This is an optimization exercise on Yosys and OpenROAD, whose aim is small area and a short achievable clock period, not a production implementation.
Function was checked by simulation only, so behaviour that the tests miss may differ from the original.
No activity file was given, so power comes from the tool's default toggle rates.

[design.v]
package bus_pkg;
  localparam int ADDR_W = 20;
  localparam int DATA_W = 8;
  typedef enum logic {
    leer     = 1'b0,
    escribir = 1'b1
  } operacion;
  typedef enum logic [2:0] {
    IDLE = 3'd0,
    ADDR = 3'd1,
    WAIT = 3'd2,
    DATA = 3'd3,
    TURN = 3'd4
  } resp_state_t;
endpackage
module bm_hold (input logic we, input logic nwe, input logic d, input logic q,
                output logic y);
  assign y = (we & d) | (nwe & q);
endmodule
module bm_wen (input logic a_n, input logic b_n, input logic c_n,
               output logic we, output logic nwe);
  assign we  = ~(a_n | b_n | c_n);
  assign nwe = ~we;
endmodule
module bm_rd4 (input logic s0, input logic d0, input logic s1, input logic d1,
               input logic s2, input logic d2, input logic s3, input logic d3,
               output logic y);
  assign y = (s0 & d0) | (s1 & d1) | (s2 & d2) | (s3 & d3);
endmodule
module bm_nor2 (input logic a, input logic b, output logic y);
  assign y = ~(a | b);
endmodule
module bm_nand2 (input logic a, input logic b, output logic y);
  assign y = ~(a & b);
endmodule
module bm_nand4 (input logic a, input logic b, input logic c, input logic d,
                 output logic y);
  assign y = ~(a & b & c & d);
endmodule
module bus_mem_responder #(
  parameter logic [bus_pkg::ADDR_W-1:0] BASE = 20'h00000,
  parameter int                DEPTH_LOG2  = 8,
  parameter int                WAIT_STATES = 1,
  parameter logic [bus_pkg::DATA_W-1:0] FILL_BYTE = 8'hFF
) (
  input  logic              clk,
  input  logic              reset,
  input  logic              EN,
  input  logic              RD_WR,
  input  logic [bus_pkg::ADDR_W-1:0] Direction,
  input  logic [bus_pkg::DATA_W-1:0] Bus_in,
  output logic [bus_pkg::DATA_W-1:0] Bus_out,
  output logic              Bus_oe,
  output logic              READY,
  output logic              ERR,
  output logic              Busy
);
  logic        busy_q, addr_q, wait_q, data_q;
  logic        err_q, oe_q, wnow_q;
  logic [7:0]  out_q;
  logic [7:0]  off_q;
  logic        op_q, in_win_q;
  logic [1:0]  phase_q;
  logic [2:0]  wpend_q;           
  logic [7:0]  waddr_q, wdata_q;  
  logic        fwd_d;             
  logic        src_tree_q, src_buf_q, src_wd_q, src_ff_q;   
  logic [7:0]  rdbuf_q;
  logic [15:0] rhi_n_q;           
  logic [7:0]  rmt_n_q;           
  logic [15:0] whi_n_q;           
  logic [3:0]  wmid_n_q;          
  logic        go_q;              
  logic [7:0]  rd;
  logic        accept;
  logic [7:0]  anext, wanext;
  logic [1:0]  rplace_nx, wplace_nx;
  assign accept = !busy_q && EN;
  assign fwd_d  = (off_q == waddr_q);
  always_ff @(posedge clk or negedge reset) begin
    if (!reset) begin
      busy_q <= 1'b0;
      addr_q <= 1'b0;
      wait_q <= 1'b0;
      data_q <= 1'b0;
      err_q  <= 1'b0;
      oe_q   <= 1'b0;
      wnow_q <= 1'b0;
      out_q  <= '0;
      src_tree_q <= 1'b0;
      src_buf_q  <= 1'b0;
      src_wd_q   <= 1'b0;
      src_ff_q   <= 1'b0;
    end else begin
      busy_q <= accept || addr_q || wait_q || data_q;
      addr_q <= accept;
      wait_q <= addr_q;
      data_q <= wait_q;
      err_q  <= wait_q && !in_win_q;
      oe_q   <= wait_q && !op_q;
      wnow_q <= wait_q && op_q && in_win_q;
      src_tree_q <= addr_q && !op_q && in_win_q && !fwd_d && !rplace_nx[0];
      src_buf_q  <= addr_q && !op_q && in_win_q && !fwd_d && rplace_nx[0];
      src_wd_q   <= addr_q && !op_q && in_win_q && fwd_d;
      src_ff_q   <= addr_q && !op_q && !in_win_q;
      out_q  <= ({8{src_tree_q}} & rd) | ({8{src_buf_q}} & rdbuf_q) |
                ({8{src_wd_q}} & wdata_q) | ({8{src_ff_q}} & FILL_BYTE);
    end
  end
  always_ff @(posedge clk) begin
    if (!busy_q) begin
      off_q    <= Direction[7:0];
      op_q     <= RD_WR;
      in_win_q <= (Direction[19:8] == 12'h000);
    end
  end
  always_ff @(posedge clk) begin
    case (phase_q)
      2'd0:    phase_q <= 2'd1;
      2'd1:    phase_q <= 2'd2;
      2'd2:    phase_q <= 2'd3;
      default: phase_q <= 2'd0;
    endcase
  end
  assign wanext = wnow_q ? off_q : waddr_q;
  always_ff @(posedge clk) begin
    wpend_q <= {wpend_q[1:0], wnow_q};
    if (wnow_q) begin
      waddr_q <= off_q;
      wdata_q <= Bus_in;
    end
    rdbuf_q <= rd;
  end
  assign anext     = !busy_q ? Direction[7:0] : off_q;
  assign rplace_nx = anext[1:0] + phase_q + 2'd1;
  assign wplace_nx = wanext[1:0] + phase_q + 2'd1;
  always_ff @(posedge clk) begin
    for (int i = 0; i < 16; i++) begin
      rhi_n_q[i] <= (anext[7:4] != i[3:0]);
      whi_n_q[i] <= (wanext[7:4] != i[3:0]);
    end
    for (int i = 0; i < 4; i++) begin
      rmt_n_q[2*i]   <= !(anext[3:2] == i[1:0] && rplace_nx == 2'd0);
      rmt_n_q[2*i+1] <= !(anext[3:2] == i[1:0] && rplace_nx == 2'd2);
      wmid_n_q[i]    <= (wanext[3:2] != i[1:0]);
    end
    go_q   <= (|{wpend_q[2:0], wnow_q}) && (wplace_nx == 2'd3);
  end
  logic       go_n;
  assign go_n = !go_q;
  logic [127:0] rs;               
  logic [7:0]   row_q [256];      
  genvar r, p, b, k;
  generate
    for (r = 0; r < 64; r++) begin : g_ring
      logic we, nwe;
      logic [7:0] nxt;
      bm_wen  u_we  (.a_n(whi_n_q[r / 4]), .b_n(wmid_n_q[r % 4]), .c_n(go_n),
                     .we(we), .nwe(nwe));
      for (b = 0; b < 8; b++) begin : g_bit
        bm_hold u_h (.we(we), .nwe(nwe), .d(wdata_q[b]), .q(row_q[4*r+3][b]), .y(nxt[b]));
      end
      always_ff @(posedge clk) begin
        row_q[4*r]   <= nxt;
        row_q[4*r+1] <= row_q[4*r];
        row_q[4*r+2] <= row_q[4*r+1];
        row_q[4*r+3] <= row_q[4*r+2];
      end
      for (p = 0; p < 2; p++) begin : g_pl
        bm_nor2 u_rs (.a(rhi_n_q[r / 4]), .b(rmt_n_q[(r % 4) * 2 + p]), .y(rs[2*r+p]));
      end
    end
    for (b = 0; b < 8; b++) begin : g_rd
      logic [31:0] t1;    
      logic [15:0] t2;    
      logic [3:0]  t3;    
      logic [1:0]  t4;    
      for (k = 0; k < 32; k++) begin : g_t1
        bm_rd4 u_a (.s0(rs[4*k]),   .d0(row_q[2*(4*k)][b]),
                    .s1(rs[4*k+1]), .d1(row_q[2*(4*k+1)][b]),
                    .s2(rs[4*k+2]), .d2(row_q[2*(4*k+2)][b]),
                    .s3(rs[4*k+3]), .d3(row_q[2*(4*k+3)][b]), .y(t1[k]));
      end
      for (k = 0; k < 16; k++) begin : g_t2
        bm_nor2 u_o (.a(t1[2*k]), .b(t1[2*k+1]), .y(t2[k]));
      end
      for (k = 0; k < 4; k++) begin : g_t3
        bm_nand4 u_n (.a(t2[4*k]), .b(t2[4*k+1]), .c(t2[4*k+2]), .d(t2[4*k+3]), .y(t3[k]));
      end
      bm_nor2 u_o4 (.a(t3[0]), .b(t3[1]), .y(t4[0]));
      bm_nor2 u_o5 (.a(t3[2]), .b(t3[3]), .y(t4[1]));
      bm_nand2 u_f (.a(t4[0]), .b(t4[1]), .y(rd[b]));
    end
  endgenerate
  assign Bus_out = out_q;
  assign Bus_oe  = oe_q;
  assign READY   = data_q;
  assign ERR     = err_q;
  assign Busy    = busy_q;
endmodule
[run.sh]
#!/bin/bash
# synth_recipe.tcl (not shown) runs the flow's synth.tcl, then flattens the netlist and writes it again
# the make line also repeats each setting of config.mk as NAME=value (left out here)
make -C /OpenROAD-flow-scripts/flow DESIGN_CONFIG=/design/flow/config.mk WORK_HOME=/design/flow/orfs CLKGATE_MAP_FILE= SYNTH_SCRIPT=/design/flow/synth_recipe.tcl finish
[config.mk]
export PLATFORM = sky130hd
export DESIGN_NAME = bus_mem_responder
export DESIGN_NICKNAME = bus_mem_responder
export VERILOG_FILES = /design/flow/design.v
export SDC_FILE = /design/flow/constraint.sdc
export NUM_CORES = 4
export LEC_CHECK = 0
export CAP_MARGIN = 20
export CORE_MARGIN = 2
export CORE_UTILIZATION = 40
export CTS_CLUSTER_DIAMETER = 100
export CTS_CLUSTER_SIZE = 30
export SETUP_SLACK_MARGIN = 2.5
export SLEW_MARGIN = 20
export SYNTH_HIERARCHICAL = 1
[constraint.sdc]
create_clock -name core_clock -period 5.0 [get_ports {clk}]
set_input_delay 1.0000 -clock core_clock [delete_from_list [all_inputs] [get_ports {clk}]]
set_output_delay 1.0000 -clock core_clock [all_outputs]
set_load 0.01 [all_outputs]
==> metrics.yaml, run 1 <==
outcome:
  outcome: "timing/DRC/antenna clean"
timing:
  hold_viol_final: 0
  fin_skew_ns: 0.0501
  fin_setup_tns_ns: 0
  rsz0062_at_grt: "yes"
  slew_violations: 0
  fmax_mhz: 400
  slew_headroom: 0.254
  post-route-period-util: 0.500
  setup_viol: 0
  worst_pin_slew_ns: 1.12
  setup_ws_ns: 2.50
  finalCriticalPeriod_ns: 2.50
worst_setup_path:
  path_max_fanout: 8
  crit_path_end_kind: "flip-flop"
  cp-start-kind: "flip-flop"
  ff2ff_path_depth: 10
  critical_path_class: "reg2reg"
  crit_required_ns: 5.60
  cp.arrival_ns: 3.10
grt:
  grt_usage: 0.194
  grt_pass1_vias: 31272
  gr-total-overflow: 0
  grt_pass1_wl_mm: 208
  antenna_found_initial: 0
  grt_max_degree: 79
route:
  wl_per_cell_um: 23.3
  wl_mm: 141
  route.detailed.drc: 0
  ant_nets: 0
  vias_per_cell: 5.35
  drt_pass1_iterations: 5
  vias: 32302
  drt-initial-drc-count: 3064
synth:
  synth_nets: 4107
  synth-async-reset-ratio: 0.00883
  synth_cell_types: 41
  ys_top_cells_by_area: "dfxtp_1, a22o_1, a22oi_1"
  synth_most_common_cell: "dfxtp_1"
  yosysWarnings: 9
  synth.top_cell.area_share: 0.763
  syn_area_sq_um: 55700
  post-synth-top-area-cell: "dfxtp_1"
  ys_top_cells_by_count: "dfxtp_1, a22o_1, a22oi_1"
  synth_edf_count: 10
  postSynthAreaPerCell_sq_um: 13.7
  synth_seq_area_share: 0.776
  synthFlopType: "dfxtp_1"
  ys_ff_latch: 2151
  synth_cells: 4070
run:
  max-cap-violations: 0
placement:
  gp_congestion: 0.854
  place_area_sq_um: 58600
  io_buffers: 43
  dpl.hpwl_mm: 87.7
  dpl.cell_count: 5925
  dp_slack_ns: 1.62
cts:
  cts_sinks: 2151
  clk_pin_slew_ns: 0.12
  clk_path_buf_depth: 3
  cts_max_level: 3
  cts_tree: "built"
  cts_made_buffers: 83
  root_buffer: "clkbuf_16"
  cts_hold_buffers: 0
  clkLatencyLatePin_ns: 0.72
finish:
  final_util: 0.445
  area_growth_pct: 10.0
  drive_above_1_share: 0.0564
  final_area_sq_um: 61300
  final_net_count: 4263
  instances_no_fill: 6036
power:
  peakVddDrop_v: 0.000273
  cellPowerDensity_nw_per_um2: 461
  p_leak_nw: 23.7
floorplanning:
  die_area_sq_um: 142000
  pin_count: 44
  coreArea_sq_um: 138000
  die_y_um: 377
  rows: 136
  die_x_um: 377
  start_util: 0.404
min_path:
  min_path_type: "in2async"
[stage by stage]
step                hold slack [ns]  power (mW)
finish                        0.256        28.2
CTS                           0.310        28.4
global route                  0.258        29.1
floorplan                     0.310        19.2
detailed placement            0.312        20.3
global placement              0.309        20.3
[logic make-up after synthesis]
kind of cell / count (synthesis) / synth area share
compound gates: 1062 / 0.154
mux: 8 / 0.00175
simple gates: 801 / 0.0615
fa+ha+maj: 5 / 0.00112
xor+xnor: 13 / 0.00231
buf+inv: 30 / 0.00267
flops: 2151 / 0.776
[worst max-delay path, stage by stage (launching register included)]
cell and delay (ns):
dfxtp_4 0.39, buf_4 0.25, nor2_1 0.21, a22oi_1 0.27, nand2_1 0.14, nor2_1 0.28
nand4_1 0.29, nor2_1 0.20, nand2_1 0.09, a21oi_1 0.17, nand2_1 0.07
[cell type report]
| type | count | area, sq um |
|---|---|---|
| Sequential cell | 2151 | 43300 |
| Inverter | 16 | 63.8 |
| Clock inverter | 10 | 193 |
| Tap cell | 1794 | 2240 |
| Timing Repair Buffer | 85 | 857 |
| Multi-Input combinational cell | 1889 | 12500 |
| Antenna cell | 1 | 2.50 |
| Clock buffer | 90 | 2100 |
| Fill cell | 12461 | 76500 |
[state kept, by name (all words and copies together) (netlist names), 2 cells and up]
register and cells:
row_q 2048, rhi_n_q 16, whi_n_q 16, off_q 8, out_q 8, rdbuf_q 8, rmt_n_q 8, waddr_q 8
wdata_q 8, wmid_n_q 4, wpend_q 3, phase_q 2
[per-module statistics from Yosys (local to each module, per instance)]
| module | cells inside | cell area [sq um] | copies in the design | flip-flops and latches |
|---|---|---|---|---|
| bus_mem_responder | 2350 | 44500 | 1 | 2151 |
| bm_nor2 | 1 | 3.75 | 272 | 0 |
| bm_rd4 | 3 | 18.8 | 256 | 0 |
| bm_nand4 | 1 | 6.26 | 32 | 0 |
| bm_wen | 2 | 11.3 | 64 | 0 |
| bm_hold | 1 | 8.76 | 512 | 0 |
| bm_nand2 | 1 | 3.75 | 8 | 0 |
[final timing paths]
kind                       slack, ns           from             to
max                             2.50     rmt_n_q[2]       out_q[2]
min                             0.26          reset       out_q[3]
max reg2reg                     2.50     rmt_n_q[2]       out_q[2]
min reg2reg                     0.31  row_q[125][6]  row_q[126][6]
max in group asynchronous       4.32          reset         busy_q
min in group core_clock         0.31  row_q[125][6]  row_q[126][6]
[power by group]
part           internal, mW  total (mW)  switching, mW  leakage, nW
Sequential             17.7        18.3          0.559         17.4
Clock                  3.11        8.21           5.10         1.12
Combinational         0.468        1.76           1.30         5.20
Total                  21.3        28.2           6.95         23.7
[layer usage]
layer  part of all wire  wire length [um]  up-vias  GRT usage
li1                   -                 -    15026          -
met2               0.42             58600     1006      0.279
met1               0.49             69700    16098      0.302
met4              0.022              3130        0     0.0476
met5                  0                 0        -          0
met3              0.067              9430      172     0.0299
[cells in the final DEF (no fill, tap or decap), types with 8 or more instances in the layout]
cell type        instances
inv_1                   14
nand4_1                 32
nor2_1                 242
dfrtp_1                 11
a22o_1                 520
nand3_1                 12
nor3_1                  49
a22oi_1                515
dfxtp_2                 14
clkdlybuf4s50_1         30
a21oi_1                  8
buf_4                   26
or3_1                   64
nand2_1                320
nor2_2                  41
clkbuf_16               83
nor3_2                  16
dfxtp_1               2103
edfxtp_1                10
[timing repair]
item,4_1_cts,5_1_grt
gates resized for setup,70,63
cloned,0,0
pin swaps,2,7
buffers inserted,9,0
endpoints found under the hold margin,0,0
setup endpoints to repair,340,229
==> inputs of run 2 (changes only) <==
--- a/config.mk
+++ b/config.mk
@@ -10,5 +10,5 @@
 export CORE_UTILIZATION = 40
 export CTS_CLUSTER_DIAMETER = 100
-export CTS_CLUSTER_SIZE = 30
+export CTS_CLUSTER_SIZE = 24
 export SETUP_SLACK_MARGIN = 2.5
 export SLEW_MARGIN = 20
==> metrics.yaml, run 2 <==
timing:
  setup_viol: 0
  slew_violations: 0
  worst_pin_slew_ns: 1.10
  hold_viol_final: 0
  fmax_mhz: 409
  finalCriticalPeriod_ns: 2.45
  slew_headroom: 0.265
  fin_setup_tns_ns: 0
  rsz0062_at_grt: "yes"
  fin_skew_ns: 0.0466
  post-route-period-util: 0.489
  setup_ws_ns: 2.55
finish:
  final_cell_mix: "dfxtp_1, a22o_1, a22oi_1"
  fillers: 12435
  final_area_sq_um: 61700
  area_growth_pct: 10.8
  largestRegisters: "row_q (2048), rhi_n_q (16), whi_n_q (16)"
  final_common_cell: "dfxtp_1"
  final_net_count: 4283
  largest_register: "row_q"
  instances_no_fill: 6057
  largest_reg_flops: 2048
  drive_above_1_share: 0.0648
placement:
  place_area_sq_um: 58600
  dp_slack_ns: 1.62
  gp_congestion: 0.854
  dpl.cell_count: 5925
  dpl.hpwl_mm: 87.7
  io_buffers: 43
worst_setup_path:
  cp.arrival_ns: 3.10
  cp-start-kind: "flip-flop"
  path_max_fanout: 78
  crit_required_ns: 5.66
  crit_path_end_kind: "flip-flop"
  critical_path_class: "reg2reg"
grt:
  antenna_found_initial: 1
  grt_pass1_vias: 31442
  grt_usage: 0.195
  grt_max_degree: 79
  grt_pass1_wl_mm: 208
  gr-total-overflow: 0
synth:
  synth.top_cell.area_share: 0.763
  synth_nets: 4107
  ys_ff_latch: 2151
  postSynthAreaPerCell_sq_um: 13.7
  post-synth-top-area-cell: "dfxtp_1"
  syn_area_sq_um: 55700
  ys_top_cells_by_count: "dfxtp_1, a22o_1, a22oi_1"
  synthFlopType: "dfxtp_1"
  ys_top_cells_by_area: "dfxtp_1, a22o_1, a22oi_1"
  yosysWarnings: 9
  synth_seq_area_share: 0.776
  synth-async-reset-ratio: 0.00883
  synth_edf_count: 10
  synth_cells: 4070
  synth_most_common_cell: "dfxtp_1"
  synth_cell_types: 41
route:
  wl_per_cell_um: 23.3
  drt-initial-drc-count: 2916
  vias: 32318
  ant_nets: 0
  drt_pass1_iterations: 6
  route.detailed.drc: 0
  vias_per_cell: 5.34
  wl_mm: 141
cts:
  cts_tree: "built"
  clk_pin_slew_ns: 0.10
  cts_sinks: 2151
  cts_max_level: 3
  root_buffer: "clkbuf_16"
  clk_path_buf_depth: 3
  cts_made_buffers: 100
  clkLatencyLatePin_ns: 0.75
outcome:
  outcome: "timing/DRC/antenna clean"
floorplanning:
  die_area_sq_um: 142000
  rows: 136
  pin_count: 44
  coreArea_sq_um: 138000
  start_util: 0.404
  die_x_um: 377
  die_y_um: 377
power:
  p_leak_nw: 24.0
  peakVddDrop_v: 0.000290
  cellPowerDensity_nw_per_um2: 468
run:
  max-cap-violations: 0
min_path:
  min_path_type: "in2async"
-- run 2: cell counts after synthesis --
No cell type changed its count.
-- run 2: stage by stage --
stage	power (mW)	util	hold slack, ns
CTS	29.0	0.446	0.301
global route	29.8	0.448	0.218
finish	28.9	0.448	0.221
detailed placement	20.3	0.425	0.312
global placement	20.3	0.425	0.309
floorplan	19.2	-	0.310
-- run 2: cells by family after synthesis --
logic type	Yosys count	synth area share
AO/OA/AOI/OAI	1062	0.154
adder cells (fa/ha/maj)	5	0.00112
flip-flops	2151	0.776
multiplexers	8	0.00175
AND/OR/NAND/NOR	801	0.0615
buffers and inverters	30	0.00267
XOR/XNOR	13	0.00231
-- run 2: path summary, 6_finish.rpt --
path,startpoint,to,slack (ns),depth (start not counted)
max reg2reg,go_q,row_q[88][4],2.55,5
min reg2reg,row_q[57][0],row_q[58][0],0.31,0
max in group asynchronous,reset,busy_q,4.34,1
max,go_q,row_q[88][4],2.55,5
min,reset,src_tree_q,0.22,1
min in group core_clock,row_q[57][0],row_q[58][0],0.31,0
-- run 2: area by class of cell --
| type | instances | area (sq um) | area share |
|---|---|---|---|
| diodes | 1 | 2.50 | 0.0000405 |
| repair buffers | 88 | 847 | 0.0137 |
| inverters | 16 | 63.8 | 0.00103 |
| flip-flops and latches | 2151 | 43300 | 0.702 |
| clock buffers | 110 | 2560 | 0.0415 |
| well taps | 1794 | 2240 | 0.0364 |
| clock inverters | 8 | 146 | 0.00237 |
| multi-input cells | 1889 | 12600 | 0.203 |
-- run 2: where the power goes --
group | total, mW | leakage, nW | switching (mW) | internal, mW
Combinational | 1.77 | 5.22 | 1.30 | 0.470
Clock | 8.85 | 1.32 | 5.16 | 3.69
Sequential | 18.3 | 17.4 | 0.561 | 17.7
Total | 28.9 | 24.0 | 7.02 | 21.9
-- run 2: per-module statistics from Yosys, one instance, submodules excluded --
| module | flip-flops and latches | copies in the design | cells |
|---|---|---|---|
| bm_wen | 0 | 64 | 2 |
| bm_nor2 | 0 | 272 | 1 |
| bm_hold | 0 | 512 | 1 |
| bm_rd4 | 0 | 256 | 3 |
| bm_nand2 | 0 | 8 | 1 |
| bus_mem_responder | 2151 | 1 | 2350 |
| bm_nand4 | 0 | 32 | 1 |
-- run 2: routing by layer --
layer | wire length, um | GRT usage | vias up | part of all wire
li1 | - | - | 15062 | -
met1 | 70000 | 0.302 | 16147 | 0.50
met2 | 59600 | 0.280 | 982 | 0.42
met3 | 9150 | 0.0321 | 127 | 0.065
met4 | 2400 | 0.0472 | 0 | 0.017
met5 | 0 | 0 | - | 0
-- run 2: repair_timing --
action,4_1_cts,5_1_grt
endpoints found under the hold margin,0,0
endpoints found under the setup margin,340,298
hold buffers,0,0
buffers inserted,12,0
gates resized for setup,88,72
pin swaps,2,7
-- run 2: critical path, stage by stage, from the launching register on --
cell,delay (ns)
dfxtp_1,0.36
clkinvlp_4,0.07
buf_4,0.35
buf_8,0.39
nor3_1,0.85
a22o_1,0.27
==> inputs of run 3 (changes only) <==
--- a/config.mk
+++ b/config.mk
@@ -8,5 +8,5 @@
 export CAP_MARGIN = 20
 export CORE_MARGIN = 2
-export CORE_UTILIZATION = 40
+export CORE_UTILIZATION = 60
 export CTS_CLUSTER_DIAMETER = 100
 export CTS_CLUSTER_SIZE = 24
==> metrics.yaml, run 3 <==
cts:
  cts_made_buffers: 99
  root_buffer: "clkbuf_16"
  cts_max_level: 3
  cts_tree: "built"
  cts_sinks: 2151
  clkLatencyLatePin_ns: 0.70
  clk_pin_slew_ns: 0.09
  clk_path_buf_depth: 3
finish:
  antenna_cells: 0
  drive_above_1_share: 0.0530
  area_growth_pct: 9.48
  fillers: 6684
  largest_reg_flops: 2048
  largest_register: "row_q"
  largestRegisters: "row_q (2048), rhi_n_q (16), whi_n_q (16)"
  final_common_cell: "dfxtp_1"
  final_net_count: 4290
  final_cell_mix: "dfxtp_1, a22o_1, a22oi_1"
  final_util: 0.664
floorplanning:
  die_area_sq_um: 95300
  rows: 111
  pin_count: 44
  die_y_um: 309
  die_x_um: 309
  start_util: 0.607
  coreArea_sq_um: 91800
grt:
  grt_usage: 0.291
  grt_pass1_vias: 31245
  antenna_found_initial: 3
  gr-total-overflow: 0
  grt_pass1_wl_mm: 206
  grt_max_degree: 81
synth:
  synth_most_common_cell: "dfxtp_1"
  synth_seq_area_share: 0.776
  synth-async-reset-ratio: 0.00883
  synth_xor_area_frac: 0.00231
  synth_edf_count: 10
  post-synth-top-area-cell: "dfxtp_1"
  postSynthAreaPerCell_sq_um: 13.7
  synth.area.mux_share: 0.00175
  synthAdderAreaFrac: 0.00112
  ys_ff_latch: 2151
  synth_cells: 4070
  synth_cell_types: 41
  synthFlopType: "dfxtp_1"
  synth_simple_gate_area_share: 0.0615
  synth-compound-area-share: 0.154
  synth.top_cell.area_share: 0.763
  yosysWarnings: 9
  ys_top_cells_by_count: "dfxtp_1, a22o_1, a22oi_1"
  synth_nets: 4107
  ys_top_cells_by_area: "dfxtp_1, a22o_1, a22oi_1"
  synth_top_family_by_area: "compound AO/OA/AOI/OAI gates"
  syn_area_sq_um: 55700
placement:
  gp_congestion: 0.844
  io_buffers: 43
  dpl.hpwl_mm: 88.7
worst_setup_path:
  cp-start-kind: "flip-flop"
  critical_path_class: "reg2out"
  crit_path_max_incr_delay_ns: 0.37
  path_max_fanout: 25
  slowest_stage: "dfrtp_1"
  crit_path_end_kind: "output pin"
  crit_required_ns: 4.00
  cp.arrival_ns: 1.50
  path_cells: "buf_8, clkbuf_4"
run:
  max-cap-violations: 0
timing:
  fin_setup_tns_ns: 0
  post-route-period-util: 0.501
  setup_viol: 0
  fin_hold_ws_ns: 0.270
  slew_violations: 0
  hold_viol_final: 0
  rsz0062_at_grt: "yes"
  finalCriticalPeriod_ns: 2.50
  fmax_mhz: 399
  worst_pin_slew_ns: 1.16
  fin_skew_ns: 0.0212
  slew_headroom: 0.221
route:
  vias_per_cell: 5.86
  wl_per_cell_um: 25.3
  drt_pass1_iterations: 6
  route.detailed.drc: 0
  wl_mm: 139
  ant_nets: 0
  vias: 32312
  drt-initial-drc-count: 3096
power:
  cellPowerDensity_nw_per_um2: 472
  report.power.total_mw: 28.8
  peakVddDrop_v: 0.000371
  p_leak_nw: 24.0
min_path:
  min_path_type: "in2async"
outcome:
  outcome: "timing/DRC/antenna clean"
run 3: area by class of cell:
| class | instances | area (sq um) | share of cell area |
|---|---|---|---|
| tap | 1243 | 1560 | 0.0255 |
| clock buffer | 114 | 2660 | 0.0436 |
| inverter | 16 | 63.8 | 0.00105 |
| timing repair buffer | 96 | 983 | 0.0161 |
| sequential | 2151 | 43300 | 0.710 |
| clock inverter | 1 | 11.3 | 0.000185 |
| multi-input combinational | 1889 | 12400 | 0.203 |
run 3: cell families (layout without fill, tap and decap cells):
family / after synthesis / after routing
flops: 2151 / 2151
compound gates: 1062 / 1062
simple gates: 801 / 801
buf+inv: 30 / 227
xor+xnor: 13 / 13
mux: 8 / 8
fa+ha+maj: 5 / 5
run 3: through the flow:
stage | cells | instance area, sq um | setup WS [ns]
6_report | 5510 | 61000 | 2.50
5_1_grt | 5510 | 61000 | 2.42
3_5_place_dp | 5370 | 57800 | 1.98
4_1_cts | 5510 | 60900 | 2.29
3_3_place_gp | 5370 | 57800 | 2.00
2_1_floorplan | 4070 | 55700 | 2.72
run 3: per-layer routing:
metal	up-vias	global-route usage	share of wire
met4	2	0.0693	0.024
li1	15056	-	-
met5	-	0	0.000057
met2	976	0.430	0.43
met1	16086	0.449	0.48
met3	192	0.0431	0.062
run 3: worst paths after layout:
path | from | end | slack [ns] | cells past startpoint
hold / removal | reset | oe_q | 0.27 | 1
setup reg to reg | rhi_n_q[11] | out_q[5] | 2.51 | 9
min in group core_clock | row_q[29][4] | row_q[30][4] | 0.32 | 0
hold reg to reg | row_q[29][4] | row_q[30][4] | 0.32 | 0
setup / recovery | busy_q | Busy | 2.50 | 2
max in group asynchronous | reset | out_q[7] | 4.34 | 1
run 3: worst max-delay path, delay by kind of cell (launching register included):
| kind | cells | cell delay (ns) |
|---|---|---|
| buffers and inverters | 2 | 0.43 |
| flip-flops | 1 | 0.37 |
run 3: timing repair:
action	4_1_cts	5_1_grt
gates resized for setup	47	28
setup endpoints to repair	28	15
pin swaps	5	7
gates cloned	0	0
hold buffers	0	0
buffers inserted	25	0
run 3: where the power goes:
part           internal, mW  switching, mW  total, mW
clock                  3.77           5.01       8.78
sequential             17.7          0.687       18.4
combinational         0.521           1.10       1.62
total                  22.0           6.80       28.8
run 3: Yosys stat by module (local to each module, per instance):
| module | flops+latches | cells | copies in the design | cell area, sq um |
|---|---|---|---|---|
| bm_nor2 | 0 | 1 | 272 | 3.75 |
| bm_nand2 | 0 | 1 | 8 | 3.75 |
| bm_rd4 | 0 | 3 | 256 | 18.8 |
| bm_hold | 0 | 1 | 512 | 8.76 |
| bm_nand4 | 0 | 1 | 32 | 6.26 |
| bm_wen | 0 | 2 | 64 | 11.3 |
| bus_mem_responder | 2151 | 2350 | 1 | 44500 |
==> inputs of run 4 (changes only) <==
--- a/config.mk
+++ b/config.mk
@@ -8,7 +8,5 @@
 export CAP_MARGIN = 20
 export CORE_MARGIN = 2
-export CORE_UTILIZATION = 60
-export CTS_CLUSTER_DIAMETER = 100
-export CTS_CLUSTER_SIZE = 24
+export CORE_UTILIZATION = 40
 export SETUP_SLACK_MARGIN = 2.5
 export SLEW_MARGIN = 20
==> metrics.yaml, run 4 <==
worst_setup_path:
  rrSetupSlack_ns: 2.51
  path_cells: "clkdlybuf4s15_1"
  path_max_fanout: 2
  critical_path_buf_inv_count: 1
  crit_path_end_kind: "output pin"
  path_delay_family: "flip-flops"
  slowest_stage: "dfrtp_4"
  crit_required_ns: 4.00
  crit-reg2reg-launch: "rmt_n_q[1]"
  cp-start-kind: "flip-flop"
  critical_path_class: "reg2out"
  critPathLaunch: "busy_q"
  cp.arrival_ns: 1.55
  crit_path_max_incr_delay_ns: 0.48
cts:
  cts_sinks: 2151
  clk_pin_slew_ns: 0.06
  cts_hold_buffers: 0
  clk_path_buf_depth: 3
  cts_max_level: 4
  cts_tree: "built"
  cts_made_buffers: 198
  root_buffer: "clkbuf_16"
  clkLatencyLatePin_ns: 0.84
synth:
  synth_most_common_cell: "dfxtp_1"
  ys_ff_latch: 2151
  postSynthAreaPerCell_sq_um: 13.7
  post-synth-top-area-cell: "dfxtp_1"
  syn_area_sq_um: 55700
  ys_top_cells_by_count: "dfxtp_1, a22o_1, a22oi_1"
  synth_seq_area_share: 0.776
  synth_nets: 4107
  ys_top_cells_by_area: "dfxtp_1, a22o_1, a22oi_1"
  synth.top_cell.area_share: 0.763
  synthFlopType: "dfxtp_1"
  synth_edf_count: 10
  synth_cell_types: 41
  synth_cells: 4070
  synth-async-reset-ratio: 0.00883
  yosysWarnings: 9
finish:
  final_common_cell: "dfxtp_1"
  seqCellArea_sq_um: 43300
  largest_register: "row_q"
  largestRegisters: "row_q (2048), rhi_n_q (16), whi_n_q (16)"
  drive_above_1_share: 0.105
  final_cell_mix: "dfxtp_1, a22o_1, a22oi_1"
  largest_reg_flops: 2048
  antenna_cells: 0
  fillers: 12052
  multi_input_area_sq_um: 12500
  final_net_count: 4380
  final_area_sq_um: 65800
  area_growth_pct: 18.0
route:
  wl_mm: 144
  vias: 33227
  drt_pass1_iterations: 6
  drt-initial-drc-count: 3002
  route.detailed.drc: 0
  wl_per_cell_um: 22.9
  vias_per_cell: 5.27
  ant_nets: 0
placement:
  place_area_sq_um: 58600
  gp_congestion: 0.854
  io_buffers: 43
  dpl.hpwl_mm: 87.7
power:
  swShare: 0.236
  cellPowerDensity_nw_per_um2: 537
  p_sw_mw: 8.33
  p_leak_nw: 25.9
  combPwrFrac: 0.050
  peakVddDrop_v: 0.000399
  p_seq_frac: 0.518
  clkPwrFrac: 0.431
  power.internal_mw: 27.0
timing:
  fmax_mhz: 392
  fin_setup_tns_ns: 0
  rsz0062_at_grt: "yes"
  slew_headroom: 0.247
  post-route-period-util: 0.510
  fin_skew_ns: 0.0540
  hold_viol_final: 0
  worst_pin_slew_ns: 1.13
  finalCriticalPeriod_ns: 2.55
  slew_violations: 0
  setup_viol: 0
grt:
  grt_pass1_vias: 32589
  grt_pass1_wl_mm: 213
  grt_usage: 0.200
  grt_max_degree: 79
  antenna_found_initial: 0
  gr-total-overflow: 0
floorplanning:
  die_area_sq_um: 142000
  coreArea_sq_um: 138000
  pin_count: 44
  die_y_um: 377
  rows: 136
  die_x_um: 377
  start_util: 0.404
min_path:
  min_path_type: "in2async"
run:
  max-cap-violations: 0
outcome:
  outcome: "timing/DRC/antenna clean"
[run 4: path summary, 6_finish.rpt]
check	end	cells after the start
setup reg to reg	out_q[3]	10
hold reg to reg	row_q[106][4]	0
setup / recovery	Busy	1
max in group asynchronous	out_q[0]	1
min in group core_clock	row_q[106][4]	0
hold / removal	oe_q	1
[run 4: layer usage]
metal / part of all wire / vias up / global-route usage
met5: 0 / - / 0
met4: 0.020 / 0 / 0.0530
met3: 0.071 / 177 / 0.0442
met2: 0.42 / 1122 / 0.284
met1: 0.49 / 16517 / 0.304
li1: - / 15411 / -
[run 4: stage by stage]
| stage | setup slack, ns | total power [mW] | hold slack (ns) | cells | utilization |
|---|---|---|---|---|---|
| after floorplan | 2.72 | 19.2 | 0.310 | 4070 | - |
| after global placement | 1.60 | 20.3 | 0.309 | 5925 | 0.425 |
| after detailed placement | 1.62 | 20.3 | 0.312 | 5925 | 0.425 |
| after CTS | 2.34 | 35.5 | 0.303 | 6300 | 0.476 |
| after global routing | 2.38 | 36.4 | 0.138 | 6301 | 0.477 |
| final | 2.45 | 35.3 | 0.150 | 6301 | 0.477 |
[run 4: Yosys stat by module (local to each module, per instance)]
module             times used  flip-flops and latches  cells  area [sq um]
bus_mem_responder           1                    2151   2350         44500
bm_rd4                    256                       0      3          18.8
bm_wen                     64                       0      2          11.3
bm_hold                   512                       0      1          8.76
bm_nand4                   32                       0      1          6.26
bm_nand2                    8                       0      1          3.75
bm_nor2                   272                       0      1          3.75
[run 4: power by group through the flow]
stage / Clock (mW) / Sequential [mW] / Combinational [mW]
finish: 15.2 / 18.3 / 1.78
floorplan: 0 / 18.5 / 0.678
global route: 16.2 / 18.3 / 1.84
CTS: 15.5 / 18.3 / 1.73
detailed placement: 0 / 18.7 / 1.55
global placement: 0 / 18.7 / 1.55
[run 4: kinds of logic after synthesis]
kind of cell	Yosys count	share of synthesized area
AOI/OAI and AO/OA	1062	0.154
xor gates and xnor gates	13	0.00231
muxes	8	0.00175
DFF	2151	0.776
buffers and inverters	30	0.00267
adders and majority gates	5	0.00112
and+or+nand+nor	801	0.0615
[run 4: timing repair]
item,in CTS,in global routing
pin swaps,3,6
gates resized for setup,94,68
buffers inserted,11,0
endpoints found under the setup margin,340,278
endpoints found under the hold margin,0,0
[run 4: layout make-up]
class / count / area share
sequential: 2151 / 0.659
multi-input combinational: 1889 / 0.191
clock buffer: 305 / 0.0900
tap: 1794 / 0.0341
timing repair buffer: 87 / 0.0133
clock inverter: 59 / 0.0124
inverter: 16 / 0.000970
==> inputs of run 5 (changes only) <==
--- a/design.v
+++ b/design.v
@@ -18,8 +18,8 @@
   assign y = (we & d) | (nwe & q);
 endmodule
-module bm_wen (input logic a_n, input logic b_n, input logic c_n,
+module bm_wen (input logic a, input logic b, input logic c,
                output logic we, output logic nwe);
-  assign we  = ~(a_n | b_n | c_n);
-  assign nwe = ~we;
+  assign we  = a & b & c;
+  assign nwe = ~(a & b & c);
 endmodule
 module bm_rd4 (input logic s0, input logic d0, input logic s1, input logic d1,
@@ -69,6 +69,6 @@
   logic [15:0] rhi_n_q;           
   logic [7:0]  rmt_n_q;           
-  logic [15:0] whi_n_q;           
-  logic [3:0]  wmid_n_q;          
+  logic [15:0] whi_q;             
+  logic [3:0]  wmid_q;            
   logic        go_q;              
   logic [7:0]  rd;
@@ -138,15 +138,13 @@
     for (int i = 0; i < 16; i++) begin
       rhi_n_q[i] <= (anext[7:4] != i[3:0]);
-      whi_n_q[i] <= (wanext[7:4] != i[3:0]);
+      whi_q[i] <= (wanext[7:4] == i[3:0]);
     end
     for (int i = 0; i < 4; i++) begin
       rmt_n_q[2*i]   <= !(anext[3:2] == i[1:0] && rplace_nx == 2'd0);
       rmt_n_q[2*i+1] <= !(anext[3:2] == i[1:0] && rplace_nx == 2'd2);
-      wmid_n_q[i]    <= (wanext[3:2] != i[1:0]);
+      wmid_q[i]      <= (wanext[3:2] == i[1:0]);
     end
     go_q   <= (|{wpend_q[2:0], wnow_q}) && (wplace_nx == 2'd3);
   end
-  logic       go_n;
-  assign go_n = !go_q;
   logic [127:0] rs;               
   logic [7:0]   row_q [256];      
@@ -156,5 +154,5 @@
       logic we, nwe;
       logic [7:0] nxt;
-      bm_wen  u_we  (.a_n(whi_n_q[r / 4]), .b_n(wmid_n_q[r % 4]), .c_n(go_n),
+      bm_wen  u_we  (.a(whi_q[r / 4]), .b(wmid_q[r % 4]), .c(go_q),
                      .we(we), .nwe(nwe));
       for (b = 0; b < 8; b++) begin : g_bit
@@ -190,5 +188,5 @@
       bm_nor2 u_o4 (.a(t3[0]), .b(t3[1]), .y(t4[0]));
       bm_nor2 u_o5 (.a(t3[2]), .b(t3[3]), .y(t4[1]));
-      bm_nand2 u_f (.a(t4[0]), .b(t4[1]), .y(rd[b]));
+      assign rd[b] = ~(t4[0] & t4[1]);
     end
   endgenerate
--- a/config.mk
+++ b/config.mk
@@ -9,5 +9,7 @@
 export CORE_MARGIN = 2
 export CORE_UTILIZATION = 40
-export SETUP_SLACK_MARGIN = 2.5
+export CTS_CLUSTER_DIAMETER = 100
+export CTS_CLUSTER_SIZE = 24
+export SETUP_SLACK_MARGIN = 2.8
 export SLEW_MARGIN = 20
 export SYNTH_HIERARCHICAL = 1
==> metrics.yaml, run 5 <==
worst_setup_path:
  crit_path_end_kind: "output pin"
  r2r_end: "out_q[3]"
  rrSetupSlack_ns: 2.71
  path_max_fanout: 2
  critical_path_class: "reg2out"
  crit_required_ns: 4.00
  cp.arrival_ns: 1.39
  ff2ff_path_depth: 11
  cp-start-kind: "flip-flop"
  crit-reg2reg-launch: "rmt_n_q[2]"
power:
  cellPowerDensity_nw_per_um2: 465
  swShare: 0.244
  peakVddDrop_v: 0.000351
  clkPwrFrac: 0.305
  p_seq_frac: 0.628
  combPwrFrac: 0.067
  p_sw_mw: 7.16
  p_leak_nw: 24.7
  power.internal_mw: 22.2
route:
  drt_pass1_iterations: 6
  wl_mm: 145
  dr_wl_met2_mm: 63.7
  vias: 32664
  ant_nets: 0
  wl_per_cell_um: 23.8
  drt-initial-drc-count: 2881
  wl_met3_mm: 8.87
  drt-met1-wl_mm: 69.2
  route.detailed.drc: 0
  vias_per_cell: 5.37
  top_layer: "met4"
cts:
  cts_hold_buffers: 0
  clk_pin_slew_ns: 0.09
  cts_sinks: 2151
  clkLatencyLatePin_ns: 0.75
  root_buffer: "clkbuf_16"
  cts_max_level: 3
  cts_made_buffers: 100
  clk_path_buf_depth: 3
  cts_tree: "built"
timing:
  slew_headroom: 0.264
  slew_violations: 0
  rsz0062_at_grt: "yes"
  setup_ws_ns: 2.61
  setup_viol: 0
  fin_hold_ws_ns: 0.227
  post-route-period-util: 0.478
  fmax_mhz: 418
  finalCriticalPeriod_ns: 2.39
  worst_pin_slew_ns: 1.10
  fin_skew_ns: 0.0426
  fin_setup_tns_ns: 0
  hold_viol_final: 0
finish:
  final_cell_mix: "dfxtp_1, a22o_1, a22oi_1"
  drive_above_1_share: 0.119
  final_common_cell: "dfxtp_1"
  fillers: 12211
  multi_input_area_sq_um: 13400
  seqCellArea_sq_um: 43300
  final_net_count: 4303
  largestRegisters: "row_q (2048), rhi_n_q (16), whi_q (16)"
  area_growth_pct: 13.2
  largest_reg_flops: 2048
  largest_register: "row_q"
  final_util: 0.458
floorplanning:
  coreArea_sq_um: 138000
  die_area_sq_um: 142000
  pin_count: 44
  die_x_um: 377
  start_util: 0.404
  die_y_um: 377
  rows: 136
synth:
  synth_edf_count: 10
  synth-async-reset-ratio: 0.00883
  synth.top_cell.area_share: 0.763
  synth_cells: 4067
  ys_top_cells_by_area: "dfxtp_1, a22o_1, a22oi_1"
  synthFlopType: "dfxtp_1"
  synth_seq_area_share: 0.776
  postSynthAreaPerCell_sq_um: 13.7
  synth_cell_types: 43
  syn_area_sq_um: 55700
  ys_top_cells_by_count: "dfxtp_1, a22o_1, a22oi_1"
  ys_ff_latch: 2151
  post-synth-top-area-cell: "dfxtp_1"
  yosysWarnings: 9
  synth_nets: 4104
  synth_most_common_cell: "dfxtp_1"
grt:
  grt_pass1_wl_mm: 213
  grt_usage: 0.199
  gr-total-overflow: 0
  antenna_found_initial: 4
  grt_max_degree: 58
  grt_pass1_vias: 32001
placement:
  dpl.hpwl_mm: 90.1
  gp_congestion: 0.832
  dp_slack_ns: 1.61
  io_buffers: 43
min_path:
  min_path_type: "in2async"
run:
  max-cap-violations: 0
outcome:
  outcome: "timing/DRC/antenna clean"
run 5: power groups by stage:
| stage | combinational (mW) | clock, mW | sequential (mW) |
|---|---|---|---|
| 2_1_floorplan | 0.656 | 0 | 18.5 |
| 3_3_place_gp | 1.26 | 0 | 18.9 |
| 3_5_place_dp | 1.41 | 0 | 18.9 |
| 4_1_cts | 1.84 | 9.12 | 18.4 |
| 5_1_grt | 2.02 | 9.73 | 18.5 |
| 6_report | 1.95 | 8.95 | 18.4 |
run 5: per-stage QoR:
step / std cells / instance area, sq um / total power [mW]
floorplan: 4067 / 55700 / 19.2
global placement: 5915 / 58500 / 20.2
detailed placement: 5919 / 58600 / 20.3
global route: 6078 / 63100 / 30.3
CTS: 6074 / 62200 / 29.3
finish: 6079 / 63100 / 29.3
run 5: critical path, cell delays in order (launching register included):
cell	delay (ns)
dfrtp_2	0.43
buf_12	0.13
buf_6	0.11
run 5: cell families (layout without fill, tap and decap cells):
family                     after synthesis  in the layout  share of synthesized area
DFF                                   2151           2151                      0.776
AOI/OAI and AO/OA                     1052           1052                      0.153
and+or+nand+nor                        809            809                     0.0623
buffers and inverters                   27            244                    0.00247
xor gates and xnor gates                13             13                    0.00218
muxes                                   10             10                    0.00216
adders and majority gates                5              5                    0.00112
other                                    0              1                          0
run 5: area by class of cell:
cell class	instances	area share
sequential	2151	0.687
multi-input combinational	1889	0.213
clock buffer	113	0.0415
tap	1794	0.0356
timing repair buffer	111	0.0201
clock inverter	7	0.00177
inverter	13	0.000774
antenna	1	0.0000397
run 5: modules after synthesis (local to each module, per instance):
module	cell area [sq um]	times used
bm_rd4	18.8	256
bm_nor2	3.75	272
bm_wen	11.3	64
bus_mem_responder	44500	1
bm_hold	8.76	512
bm_nand4	6.26	32
run 5: metal layers:
layer  up-vias  track usage
met1     16409        0.294
met4         0       0.0548
li1      15088            -
met2       996        0.300
met5         -            0
met3       171       0.0310
run 5: worst max-delay path by stage:
| stage | start | to | slack, ns | depth (start not counted) |
|---|---|---|---|---|
| 2_1_floorplan | Direction[0] | rmt_n_q[1] | 3.02 | 5 |
| 6_report | busy_q | Busy | 2.61 | 2 |
| 4_1_cts | busy_q | Busy | 2.57 | 2 |
| 5_1_grt | busy_q | Busy | 2.57 | 2 |
| 3_3_place_gp | rmt_n_q[1] | out_q[3] | 1.17 | 9 |
| 3_5_place_dp | rmt_n_q[2] | out_q[3] | 1.61 | 10 |
run 5: what timing repair did:
action	4_1_cts	5_1_grt
endpoints found under the setup margin	59	48
pin swaps	28	130
resized for setup	204	227
buffers inserted	33	3
gates cloned	2	1
hold endpoints to repair	0	0
==> inputs of run 6 (changes only) <==
--- a/config.mk
+++ b/config.mk
@@ -11,5 +11,5 @@
 export CTS_CLUSTER_DIAMETER = 100
 export CTS_CLUSTER_SIZE = 24
-export SETUP_SLACK_MARGIN = 2.8
+export SETUP_SLACK_MARGIN = 3.0
 export SLEW_MARGIN = 20
 export SYNTH_HIERARCHICAL = 1
==> metrics.yaml, run 6 <==
synth:
  syn_area_sq_um: 55700
  synth_top_family_by_area: "compound AO/OA/AOI/OAI gates"
  synth_seq_area_share: 0.776
  synth_cell_types: 43
  synth_cells: 4067
  synthFlopType: "dfxtp_1"
  yosysWarnings: 9
  synth.top_cell.area_share: 0.763
  synth_xor_area_frac: 0.00218
  synth_edf_count: 10
  synth-compound-area-share: 0.153
  ys_ff_latch: 2151
  postSynthAreaPerCell_sq_um: 13.7
  ys_top_cells_by_area: "dfxtp_1, a22o_1, a22oi_1"
  post-synth-top-area-cell: "dfxtp_1"
  synth_nets: 4104
  synth-async-reset-ratio: 0.00883
  ys_top_cells_by_count: "dfxtp_1, a22o_1, a22oi_1"
  synth.area.mux_share: 0.00216
  synth_most_common_cell: "dfxtp_1"
  synth_simple_gate_area_share: 0.0623
  synthAdderAreaFrac: 0.00112
floorplanning:
  die_area_sq_um: 142000
  coreArea_sq_um: 138000
  die_x_um: 377
  die_y_um: 377
  pin_count: 44
  rows: 136
  start_util: 0.404
cts:
  cts_sinks: 2151
  clkLatencyLatePin_ns: 0.74
  cts_hold_buffers: 0
  cts_max_level: 3
  cts_tree: "built"
  clk_path_buf_depth: 3
  root_buffer: "clkbuf_16"
  clk_pin_slew_ns: 0.09
  cts_made_buffers: 100
finish:
  final_cell_mix: "dfxtp_1, a22o_1, a22oi_1"
  largest_reg_flops: 2048
  seqCellArea_sq_um: 43400
  drive_above_1_share: 0.147
  fillers: 12136
  final_net_count: 4323
  area_growth_pct: 14.8
  largestRegisters: "row_q (2048), rhi_n_q (16), whi_q (16)"
  final_area_sq_um: 64000
  antenna_cells: 0
  largest_register: "row_q"
  final_util: 0.464
  final_common_cell: "dfxtp_1"
  multi_input_area_sq_um: 14000
timing:
  slew_headroom: 0.399
  fin_skew_ns: 0.0392
  worst_pin_slew_ns: 0.901
  setup_viol: 0
  rsz0062_at_grt: "yes"
  fmax_mhz: 418
  finalCriticalPeriod_ns: 2.39
  setup_ws_ns: 2.61
  fin_setup_tns_ns: 0
  post-route-period-util: 0.478
  slew_violations: 0
  hold_viol_final: 0
placement:
  dp_slack_ns: 1.61
  io_buffers: 43
  dpl.hpwl_mm: 90.1
  gp_congestion: 0.832
  place_area_sq_um: 58600
run:
  max-cap-violations: 0
worst_setup_path:
  crit_path_end_kind: "output pin"
  critical_path_class: "reg2out"
  crit_required_ns: 4.00
  critPathLaunch: "busy_q"
  slowest_stage: "dfrtp_2"
  path_max_fanout: 2
  crit-reg2reg-launch: "rmt_n_q[0]"
  rrSetupSlack_ns: 2.79
  crit_path_max_incr_delay_ns: 0.43
  cp-start-kind: "flip-flop"
  cp.arrival_ns: 1.39
  path_cells: "buf_12, buf_6"
route:
  drt_pass1_iterations: 5
  drt-initial-drc-count: 2739
  drt-met1-wl_mm: 70.2
  wl_per_cell_um: 23.9
  vias_per_cell: 5.40
  route.detailed.drc: 0
  wl_mm: 146
  wl_met3_mm: 8.34
  dr_wl_met2_mm: 63.8
  vias: 32901
  top_layer: "met4"
  ant_nets: 0
grt:
  grt_max_degree: 58
  gr-total-overflow: 0
  antenna_found_initial: 2
  grt_pass1_wl_mm: 215
  grt_pass1_vias: 32194
  grt_usage: 0.201
power:
  swShare: 0.246
  combPwrFrac: 0.073
  report.power.total_mw: 29.6
  p_sw_mw: 7.26
  p_seq_frac: 0.624
  cellPowerDensity_nw_per_um2: 462
  power.internal_mw: 22.3
  peakVddDrop_v: 0.000354
  p_leak_nw: 24.9
  clkPwrFrac: 0.303
min_path:
  min_path_type: "in2async"
outcome:
  outcome: "timing/DRC/antenna clean"
==> run 6: cell counts after synthesis <==
No cell type changed its count.
==> run 6: cell type report <==
cell class | count | share of cell area
clock buffer | 113 | 0.0409
sequential | 2151 | 0.678
tap | 1794 | 0.0351
timing repair buffer | 131 | 0.0253
multi-input combinational | 1889 | 0.218
inverter | 13 | 0.000763
clock inverter | 7 | 0.00174
==> run 6: through the flow <==
stage,hold slack (ns),cells
3_5_place_dp,0.312,5919
2_1_floorplan,0.310,4067
4_1_cts,0.300,6091
6_report,0.220,6098
3_3_place_gp,0.310,5915
5_1_grt,0.229,6098
==> run 6: per-layer routing <==
metal | vias up | GRT usage
met5 | - | 0
met4 | 0 | 0.0562
met3 | 186 | 0.0298
met2 | 942 | 0.305
met1 | 16625 | 0.296
li1 | 15148 | -
==> run 6: final timing paths <==
| kind | end | cells past startpoint |
|---|---|---|
| max in group asynchronous | out_q[0] | 1 |
| worst min-delay path | err_q | 1 |
| min in group core_clock | row_q[94][3] | 0 |
| worst max register to register | out_q[1] | 12 |
| worst min register to register | row_q[94][3] | 0 |
| worst max-delay path | Busy | 2 |
==> run 6: power groups by stage <==
| stage | sequential (mW) | combinational, mW | clock (mW) |
|---|---|---|---|
| global route | 18.5 | 2.22 | 9.74 |
| detailed placement | 18.9 | 1.41 | 0 |
| floorplan | 18.5 | 0.656 | 0 |
| global placement | 18.9 | 1.26 | 0 |
| CTS | 18.4 | 2.07 | 9.12 |
| finish | 18.5 | 2.16 | 8.96 |
==> run 6: timing repair <==
item | in CTS | in global routing
cloned | 5 | 0
endpoints found under the hold margin | 0 | 0
gates resized for setup | 461 | 132
setup endpoints to repair | 443 | 72
setup buffers | 47 | 7
pin swaps | 171 | 92
==> run 6: cells by family (layout without fill, tap and decap cells) <==
group	Yosys count	count (layout)
buffers and inverters	27	264
DFF	2151	2151
xor gates and xnor gates	13	13
AOI/OAI and AO/OA	1052	1052
muxes	10	10
adders and majority gates	5	5
and+or+nand+nor	809	809
==> run 6: modules after synthesis (local to each module, per instance) <==
module,times used,flops+latches,cell area (sq um),cells inside
bm_hold,512,0,8.76,1
bm_nor2,272,0,3.75,1
bm_wen,64,0,11.3,2
bm_nand4,32,0,6.26,1
bus_mem_responder,1,2151,44500,2355
bm_rd4,256,0,18.8,3
==> run 6: worst max-delay path, delay by kind of cell (launching register included) <==
| family | cells | cell delay (ns) |
|---|---|---|
| buf+inv | 2 | 0.24 |
| flops | 1 | 0.43 |
==> inputs of run 7 (changes only) <==
--- a/config.mk
+++ b/config.mk
@@ -11,5 +11,5 @@
 export CTS_CLUSTER_DIAMETER = 100
 export CTS_CLUSTER_SIZE = 24
-export SETUP_SLACK_MARGIN = 3.0
+export SETUP_SLACK_MARGIN = 2.5
 export SLEW_MARGIN = 20
 export SYNTH_HIERARCHICAL = 1
==> metrics.yaml, run 7 <==
placement:
  io_buffers: 43
  dpl.hpwl_mm: 90.1
  gp_congestion: 0.832
timing:
  post-route-period-util: 0.491
  worst_pin_slew_ns: 1.23
  fmax_mhz: 407
  slew_headroom: 0.181
  setup_viol: 0
  hold_viol_final: 0
  fin_skew_ns: 0.0374
  fin_setup_tns_ns: 0
  rsz0062_at_grt: "yes"
  slew_violations: 0
  finalCriticalPeriod_ns: 2.46
worst_setup_path:
  crit_required_ns: 4.00
  crit_path_max_incr_delay_ns: 0.46
  path_delay_family: "flip-flops"
  path_cells: "clkdlybuf4s15_1"
  cp-start-kind: "flip-flop"
  crit_path_end_kind: "output pin"
  path_max_fanout: 1
  cp.arrival_ns: 1.46
  critical_path_class: "reg2out"
  critical_path_buf_inv_count: 1
  slowest_stage: "dfrtp_2"
finish:
  final_common_cell: "dfxtp_1"
  largestRegisters: "row_q (2048), rhi_n_q (16), whi_q (16)"
  largest_reg_flops: 2048
  area_growth_pct: 10.8
  final_net_count: 4285
  antenna_cells: 0
  final_cell_mix: "dfxtp_1, a22o_1, a22oi_1"
  drive_above_1_share: 0.0525
  seqCellArea_sq_um: 43300
  largest_register: "row_q"
  fillers: 12338
  final_util: 0.448
  multi_input_area_sq_um: 12400
cts:
  cts_sinks: 2151
  cts_max_level: 3
  clk_pin_slew_ns: 0.09
  clkLatencyLatePin_ns: 0.74
  root_buffer: "clkbuf_16"
  cts_made_buffers: 100
  cts_tree: "built"
  clk_path_buf_depth: 3
min_path:
  min_path_type: "in2async"
route:
  vias: 32421
  route.detailed.drc: 0
  drt-initial-drc-count: 3052
  vias_per_cell: 5.35
  wl_per_cell_um: 23.7
  drt_pass1_iterations: 6
  ant_nets: 0
  wl_mm: 143
grt:
  use_met1: 0.295
  grt_pass1_vias: 31848
  grt_use_met2: 0.299
  busiest_layer: "met2"
  grt_usage: 0.198
  antenna_found_initial: 2
  grt_max_degree: 58
  grt_pass1_wl_mm: 212
  gr-total-overflow: 0
  grt.met3_usage: 0.0279
synth:
  synth_edf_count: 10
  ys_top_cells_by_area: "dfxtp_1, a22o_1, a22oi_1"
  ys_top_cells_by_count: "dfxtp_1, a22o_1, a22oi_1"
  synth_seq_area_share: 0.776
  synth_most_common_cell: "dfxtp_1"
  synth-async-reset-ratio: 0.00883
  postSynthAreaPerCell_sq_um: 13.7
  post-synth-top-area-cell: "dfxtp_1"
  synth_cells: 4067
  yosysWarnings: 9
  syn_area_sq_um: 55700
  synth_cell_types: 43
  synth_nets: 4104
  ys_ff_latch: 2151
  synthFlopType: "dfxtp_1"
  synth.top_cell.area_share: 0.763
floorplanning:
  die_x_um: 377
  die_area_sq_um: 142000
  die_y_um: 377
  pin_count: 44
  coreArea_sq_um: 138000
  rows: 136
  start_util: 0.404
power:
  peakVddDrop_v: 0.000355
  p_leak_nw: 24.4
  report.power.total_mw: 29.1
  cellPowerDensity_nw_per_um2: 471
run:
  max-cap-violations: 0
outcome:
  outcome: "timing/DRC/antenna clean"
## run 7: cell counts after synthesis
No cell type changed its count.
## run 7: kinds of logic (layout without fill, tap and decap cells)
logic type | Yosys count | in the layout | synth area share
AOI/OAI and AO/OA | 1052 | 1052 | 0.153
xor gates and xnor gates | 13 | 13 | 0.00218
adders and majority gates | 5 | 5 | 0.00112
buffers and inverters | 27 | 226 | 0.00247
DFF | 2151 | 2151 | 0.776
muxes | 10 | 10 | 0.00216
and+or+nand+nor | 809 | 809 | 0.0623
## run 7: per-layer routing
metal  up-vias  wire (um)
met2       937      62400
met5         -          0
met3       171       8160
met1     16264      69700
met4         0       3120
li1      15049          -
## run 7: worst reg2reg max path, stage by stage (launching register included)
cell	delay (ns)
dfxtp_4	0.49
nor2_1	0.21
a22oi_1	0.29
nand2_1	0.18
nor2_1	0.28
nand4_1	0.35
nor2_2	0.29
nand2_1	0.10
nand2_1	0.08
nand2_1	0.05
## run 7: metrics by stage
step / cells / worst slack (ns) / cell area [sq um] / hold slack (ns)
final: 6060 / 2.54 / 61700 / 0.223
after CTS: 6058 / 2.50 / 61700 / 0.300
after global placement: 5915 / 1.17 / 58500 / 0.310
after floorplan: 4067 / 3.02 / 55700 / 0.310
after detailed placement: 5919 / 1.61 / 58600 / 0.312
after global routing: 6060 / 2.46 / 61700 / 0.230
## run 7: repair_timing
item                                    in CTS  in global routing
gates cloned                                 1                  0
endpoints found under the setup margin      28                  9
hold buffers                                 0                  0
setup buffers                               18                  1
gates resized for setup                     60                 20
pin swaps                                    1                  7
## run 7: worst paths after layout
path	from	to	slack, ns	depth (start not counted)
min	reset	err_q	0.22	1
max reg2reg	rmt_n_q[4]	out_q[6]	2.55	9
max	out_q[6]	Bus_out[6]	2.54	1
min reg2reg	row_q[93][3]	row_q[94][3]	0.30	0
max in group asynchronous	reset	out_q[3]	4.39	1
min in group core_clock	row_q[93][3]	row_q[94][3]	0.30	0
## run 7: Yosys stat by module, one instance, submodules excluded
| module | cells | copies in the design | cell area, sq um |
|---|---|---|---|
| bm_nand4 | 1 | 32 | 6.26 |
| bm_hold | 1 | 512 | 8.76 |
| bm_rd4 | 3 | 256 | 18.8 |
| bm_wen | 2 | 64 | 11.3 |
| bm_nor2 | 1 | 272 | 3.75 |
| bus_mem_responder | 2355 | 1 | 44500 |
## run 7: where the power goes
part | leakage, nW | internal [mW] | switching [mW]
logic | 5.65 | 0.557 | 1.16
registers | 17.4 | 17.7 | 0.685
clock network | 1.33 | 3.79 | 5.16
## run 7: final cells by class
type / count / share of cell area
clock buffers: 113 / 0.0424
flip-flops and latches: 2151 / 0.702
repair buffers: 93 / 0.0162
inverters: 13 / 0.000791
clock inverters: 7 / 0.00180
well taps: 1794 / 0.0364
multi-input cells: 1889 / 0.201
==> inputs of run 8 (changes only) <==
--- a/config.mk
+++ b/config.mk
@@ -11,5 +11,5 @@
 export CTS_CLUSTER_DIAMETER = 100
 export CTS_CLUSTER_SIZE = 24
-export SETUP_SLACK_MARGIN = 2.5
+export SETUP_SLACK_MARGIN = 3.2
 export SLEW_MARGIN = 20
 export SYNTH_HIERARCHICAL = 1
==> metrics.yaml, run 8 <==
cts:
  cts_made_buffers: 101
  clk_pin_slew_ns: 0.10
  cts_sinks: 2151
  clkLatencyLatePin_ns: 0.73
  root_buffer: "clkbuf_16"
  clk_path_buf_depth: 3
  cts_tree: "built"
  cts_max_level: 3
worst_setup_path:
  slowest_stage: "dfrtp_1"
  cp-start-kind: "flip-flop"
  crit_path_end_kind: "output pin"
  path_cells: "buf_6"
  path_delay_family: "flip-flops"
  path_max_fanout: 1
  critical_path_buf_inv_count: 1
  crit_required_ns: 4.00
  critical_path_class: "reg2out"
  crit_path_max_incr_delay_ns: 0.42
  cp.arrival_ns: 1.30
grt:
  grt_usage: 0.200
  grt_pass1_wl_mm: 213
  gr-total-overflow: 0
  antenna_found_initial: 2
  grt_pass1_vias: 32434
  grt_max_degree: 66
power:
  combPwrFrac: 0.080
  power.internal_mw: 22.4
  swShare: 0.246
  p_leak_nw: 25.0
  clkPwrFrac: 0.303
  peakVddDrop_v: 0.000294
  cellPowerDensity_nw_per_um2: 463
  p_sw_mw: 7.33
  p_seq_frac: 0.618
synth:
  synth_cell_types: 43
  ys_top_cells_by_count: "dfxtp_1, a22o_1, a22oi_1"
  synth.top_cell.area_share: 0.763
  synth_nets: 4104
  yosysWarnings: 9
  ys_ff_latch: 2151
  ys_top_cells_by_area: "dfxtp_1, a22o_1, a22oi_1"
  synthFlopType: "dfxtp_1"
  synth_cells: 4067
  postSynthAreaPerCell_sq_um: 13.7
  synth_edf_count: 10
  synth-async-reset-ratio: 0.00883
  syn_area_sq_um: 55700
  synth_most_common_cell: "dfxtp_1"
  synth_seq_area_share: 0.776
  post-synth-top-area-cell: "dfxtp_1"
finish:
  largestRegisters: "row_q (2048), rhi_n_q (16), whi_q (16)"
  final_net_count: 4331
  drive_above_1_share: 0.147
  final_common_cell: "dfxtp_1"
  multi_input_area_sq_um: 14000
  area_growth_pct: 15.2
  largest_register: "row_q"
  antenna_cells: 0
  largest_reg_flops: 2048
  final_cell_mix: "dfxtp_1, a22o_1, a22oi_1"
  instances_no_fill: 6107
  seqCellArea_sq_um: 43400
  fillers: 12149
route:
  drt-initial-drc-count: 2990
  vias_per_cell: 5.36
  wl_mm: 145
  ant_nets: 0
  wl_per_cell_um: 23.8
  drt_pass1_iterations: 7
  route.detailed.drc: 0
  vias: 32745
min_path:
  min_path_type: "in2async"
timing:
  fin_skew_ns: 0.0389
  finalCriticalPeriod_ns: 2.30
  slew_headroom: 0.442
  slew_violations: 0
  setup_viol: 0
  hold_viol_final: 0
  fmax_mhz: 435
  fin_setup_tns_ns: 0
  worst_pin_slew_ns: 0.837
  post-route-period-util: 0.459
  rsz0062_at_grt: "yes"
placement:
  gp_congestion: 0.848
  dpl.hpwl_mm: 89.2
  io_buffers: 43
  dpl.cell_count: 5921
outcome:
  outcome: "timing/DRC/antenna clean"
floorplanning:
  die_y_um: 377
  start_util: 0.404
  die_area_sq_um: 142000
  die_x_um: 377
  rows: 136
  pin_count: 44
  coreArea_sq_um: 138000
run:
  max-cap-violations: 0
==> run 8: cell counts after synthesis <==
Identical to the previous run, type by type.
==> run 8: modules after synthesis, one instance, submodules excluded <==
module             area [sq um]  cells  flip-flops and latches
bus_mem_responder         44500   2355                    2151
bm_rd4                     18.8      3                       0
bm_wen                     11.3      2                       0
bm_hold                    8.76      1                       0
bm_nand4                   6.26      1                       0
bm_nor2                    3.75      1                       0
==> run 8: layout make-up <==
| class | instances | area share |
|---|---|---|
| timing repair buffer | 138 | 0.0271 |
| sequential | 2151 | 0.675 |
| tap | 1794 | 0.0350 |
| inverter | 13 | 0.000760 |
| clock buffer | 114 | 0.0416 |
| multi-input combinational | 1889 | 0.219 |
| clock inverter | 8 | 0.00156 |
==> run 8: cell families after synthesis <==
group | after synthesis | synth area share
DFF | 2151 | 0.776
AOI/OAI and AO/OA | 1052 | 0.153
and+or+nand+nor | 809 | 0.0623
buffers and inverters | 27 | 0.00247
xor gates and xnor gates | 13 | 0.00218
muxes | 10 | 0.00216
adders and majority gates | 5 | 0.00112
==> run 8: metal layers <==
metal  GRT usage  routed length [um]
met1       0.295               70600
met2       0.296               62600
met3      0.0400                9200
met4      0.0534                2950
met5           0                  13
==> run 8: final timing paths <==
| kind | start | endpoint | slack (ns) | cells past startpoint |
|---|---|---|---|---|
| min in group core_clock | row_q[61][1] | row_q[62][1] | 0.31 | 0 |
| max in group asynchronous | reset | wnow_q | 4.39 | 1 |
| max | out_q[7] | Bus_out[7] | 2.70 | 1 |
| min reg2reg | row_q[61][1] | row_q[62][1] | 0.31 | 0 |
| max reg2reg | rhi_n_q[2] | out_q[6] | 2.75 | 10 |
| min | reset | busy_q | 0.23 | 1 |
==> run 8: power by group through the flow <==
stage / Combinational (mW) / Clock [mW] / Sequential [mW]
6_report: 2.37 / 9.00 / 18.4
5_1_grt: 2.43 / 9.79 / 18.4
4_1_cts: 2.07 / 9.15 / 18.4
3_5_place_dp: 1.47 / 0 / 18.8
3_3_place_gp: 1.41 / 0 / 18.8
2_1_floorplan: 0.657 / 0 / 18.5
==> run 8: stage by stage <==
step                area, sq um  setup WS (ns)  power, mW   util  hold WS, ns
floorplan                 55700           3.07       19.2      -        0.310
global placement          58600          0.994       20.2  0.425        0.309
detailed placement        58600           1.49       20.2  0.425        0.312
CTS                       63700           2.66       29.6  0.462        0.311
global route              64200           2.67       30.7  0.466        0.241
finish                    64200           2.70       29.7  0.466        0.231
==> run 8: what timing repair did <==
action | in CTS | in global routing
hold buffers | 0 | 0
setup buffers | 44 | 18
pin swaps | 178 | 76
endpoints found under the hold margin | 0 | 0
gates cloned | 1 | 1
endpoints found under the setup margin | 475 | 169
gates resized for setup | 546 | 78

re-timing with driven ports:
No port has a modelled driver above. Below, the same layouts with a new extraction and two added sets of constraints. Step 1 assumes that a clkbuf_16 drives the clock port and a buf_2 every other input. Step 2 times the ports against the registers' clock, not the clock port: input delays grow and output delays shrink by t, the midpoint of the rising clock arrivals with the driver on. a / b / c = ideal / step 1 / step 2; a / b = the first two.
| run | t, ns | setup slack, ns | slew at the worst register clock pin (ns) | worst data-port slew with drivers (ns) |
|---|---|---|---|---|
| run 1 | 0.775 | 2.501 / 2.445 / 2.257 | 0.12 / 0.12 | 0.05 |
| run 2 | 0.808 | 2.554 / 2.483 / 2.278 | 0.10 / 0.10 | 0.05 |
| run 3 | 0.759 | 2.497 / 2.425 / 2.177 | 0.10 / 0.10 | 0.11 |
| run 4 | 0.882 | 2.448 / 2.375 / 2.330 | 0.07 / 0.07 | 0.05 |
| run 5 | 0.806 | 2.610 / 2.530 / 2.207 | 0.10 / 0.10 | 0.10 |
| run 6 | 0.808 | 2.608 / 2.528 / 2.321 | 0.10 / 0.10 | 0.10 |
| run 7 | 0.804 | 2.544 / 2.465 / 2.237 | 0.10 / 0.10 | 0.10 |
| run 8 | 0.786 | 2.703 / 2.630 / 2.358 | 0.10 / 0.10 | 0.04 |
After both steps every run listed still meets setup and hold. For run 5, which loses most, drivers alone change the setup slack by -0.080 ns; drivers and shift together by -0.403 ns.
